What follows belongs to an exercise in optimizing a design on an open flow for small area, a short achievable clock period and few clock cycles per item; a production flow would make more cautious choices. The RTL was checked by simulation tests, not by an equivalence proof against the original design. Power figures rest on the tool's default switching activity, not on a simulated workload.

== v6 ==
## ex_stage
module ex_stage (
    input  wire                                 clk,
    input  wire                                 rst_n_i,
    input  wire                                 in_valid_i,
    input  wire [4:0]                           in_op_i,
    input  wire [ex_pkg::XLEN-1:0]              in_pc_i,
    input  wire [ex_pkg::XLEN-1:0]              in_op1_i,
    input  wire [ex_pkg::XLEN-1:0]              in_op2_i,
    input  wire [ex_pkg::XLEN-1:0]              in_imm_i,
    input  wire [ex_pkg::REG_ADDR_W-1:0]        in_rd_i,
    input  wire                                 res_credit_i,
    output logic                                in_credit_o,
    output logic                                out_valid_o,
    output logic [ex_pkg::XLEN-1:0]             out_wdata_o,
    output logic [ex_pkg::REG_ADDR_W-1:0]       out_rd_o,
    output logic                                out_jump_o,
    output logic [ex_pkg::XLEN-1:0]             out_jump_addr_o
);
For scale: roughly 290 flip-flops.
Settings: LEC_CHECK=0, CAP_MARGIN=20, CORE_MARGIN=2, CORE_UTILIZATION=40, SETUP_SLACK_MARGIN=1.4, SLEW_MARGIN=10; clock period 6.5 ns.
standard.sh (not shown) runs the stock make flow with config.mk's settings and CLKGATE_MAP_FILE= SYNTH_SCRIPT=/design/flow/synth_recipe.tcl, a recipe that flattens the netlist after the stock synthesis.
==> flow/flow/run.sh <==
#!/bin/bash
# The standard layout, except that the ports get plain buffers
# (sky130_fd_sc_hd__buf_2) instead of the delay cells buffer_ports picks by
# default. make's output goes to standard_flow.log; each ORFS step keeps its
# own log under orfs/logs/.
set -euo pipefail
bash standard.sh "BUFFER_PORTS_ARGS=-buffer_cell sky130_fd_sc_hd__buf_2" finish > standard_flow.log 2>&1
Both conditions hold for v6: the flow ran to the end and the final layout passed the timing, design-rule and antenna checks.
Testbench counts of v6, summed over its fixed seeds: cycles 6,413, items 3,200.
## Diff of input files: v7 against v6
Settings: swapping 10 for 20 in SLEW_MARGIN; swapping 40 for 50 in CORE_UTILIZATION; swapping 20 for 40 in CAP_MARGIN; swapping 1.4 for 1.2 in SETUP_SLACK_MARGIN.
- Category of the most critical setup path: reg2reg -> v6, in2reg -> v7
- Total placed instance area on v7 is down relative to v6.
- Going from v6 to v7, the die boundary width was found to have gone down by about 10%.
- Summary of the comparison: slack of the critical path is lower in v7, relative to v6.
- Of v7 and v6, it is v7 that has the lower number of non-clock buffers.
- Of v7 and v6, the run reporting the lower final cell utilization of the core was v6.
- Final instance area (v7 vs. v6) decreases by a few percent

* * *

## oak
ex_stage again, from the RTL that the note above started with.
clock: 6.5 ns
lec_check: 0
cap_margin: 40
core_margin: 2
core_utilization: 40
setup_slack_margin: 1.0
slew_margin: 20
Scripts as last shown in full above: flow/flow/run.sh
oak ran to completion and came out clean on the timing, design-rule and antenna checks.
Testbench counts of oak, summed over its fixed seeds: cycles 6,413, items 3,200.
--- input diff oak..pine ---
- SETUP_SLACK_MARGIN changed from 1.0 to 1.5
- CAP_MARGIN changed from 40 to 20
### Flow results
pine did not stop at any stage, and its layout met the timing, design-rule and antenna checks. Measured against each other, oak and pine differ in setup slack, the lower figure coming from oak. Run comparison: pine capturing element of the worst setup path res_tgt_q[7]$_DFFE_PP_; oak capturing element of the worst setup path u_divider.fix_q$_SDFF_PP0_. Global-route usage over all layers (pine over oak): increase, 0.49 points. [compare] base=oak new=pine: sequential power now sits at about the same level; via count normalized by instance count went up 0.66%; post-synthesis to final-layout area growth now sits higher; area of all sequential standard cells barely changed. For the total power, pine came in 3.5% higher than oak did. Final instance area came out higher on pine than on oak. On insertion delay of the later-clocked pin in the worst-skew pair, oak and pine are basically level.
## Diff of input files: birch against pine
- swapping 20 for 40 in CAP_MARGIN
- swapping 1.5 for 1.2 in SETUP_SLACK_MARGIN
--- outcome ---
- birch against pine; post-layout instance area is down by a few percent.
- Worst hold slack: birch vs pine down 0.013 ns
- Sort birch and pine by overall track demand over capacity in global routing asc -> top: birch
- Sequential share of layout area up 0.58 points in birch wrt pine
- From pine to birch the numbers moved as follows: delay of the slowest cell on the worst path down 0.06 ns, count of nets after finishing dropped 0.33%.
- For the combinational power share, birch came in 0.4 points lower than pine did.
Input-level comparison between maple and birch:
- swapping 1.2 for 1.4 in SETUP_SLACK_MARGIN
- swapping 40 for 20 in CAP_MARGIN
Results
maple reached the final stage; the timing, design-rule and antenna checks on its layout passed.
Summary of the comparison: clock group total power is lower in maple, relative to birch.
The end point of the critical path comes out res_tgt_q[31]$_DFFE_PP_ in one run and u_divider.fix_q$_SDFF_PP0_ in the other, namely in birch and maple respectively.
Setup WNS birch -> maple: better
Looking at final area, maple sits 1.2% higher than birch does.

static timing again, ports no longer ideal:
No port has a modelled driver above. Below, the same layouts with a new extraction and two added sets of constraints. Step 1 assumes that a clkbuf_16 drives the clock port and a buf_2 every other input. Step 2 moves the port delays by t, midway between the first and last clock arrival at a register: inputs arrive t later, outputs are due t later. That takes back most of the time a late clock gives input paths. Slacks: ideal / step 1 / step 2; pairs: ideal / step 1.
| run | shift t [ns] | setup WS [ns] | cell pins on the clock port's net |
|---|---|---|---|
| v6 | 0.704 | 1.290 / 1.290 / 0.710 | 1 |
| v7 | 0.675 | 1.087 / 1.132 / 0.460 | 1 |
| oak | 0.712 | 0.984 / 0.984 / 0.337 | 1 |
| pine | 0.710 | 1.415 / 1.432 / 0.748 | 1 |
| birch | 0.705 | 1.167 / 1.167 / 0.508 | 1 |
| maple | 0.702 | 1.340 / 1.340 / 0.692 | 1 |
After both steps every run listed still meets setup and hold. The setup slack of pine, which loses most, moves by +0.017 ns with the drivers and by -0.667 ns with both steps.
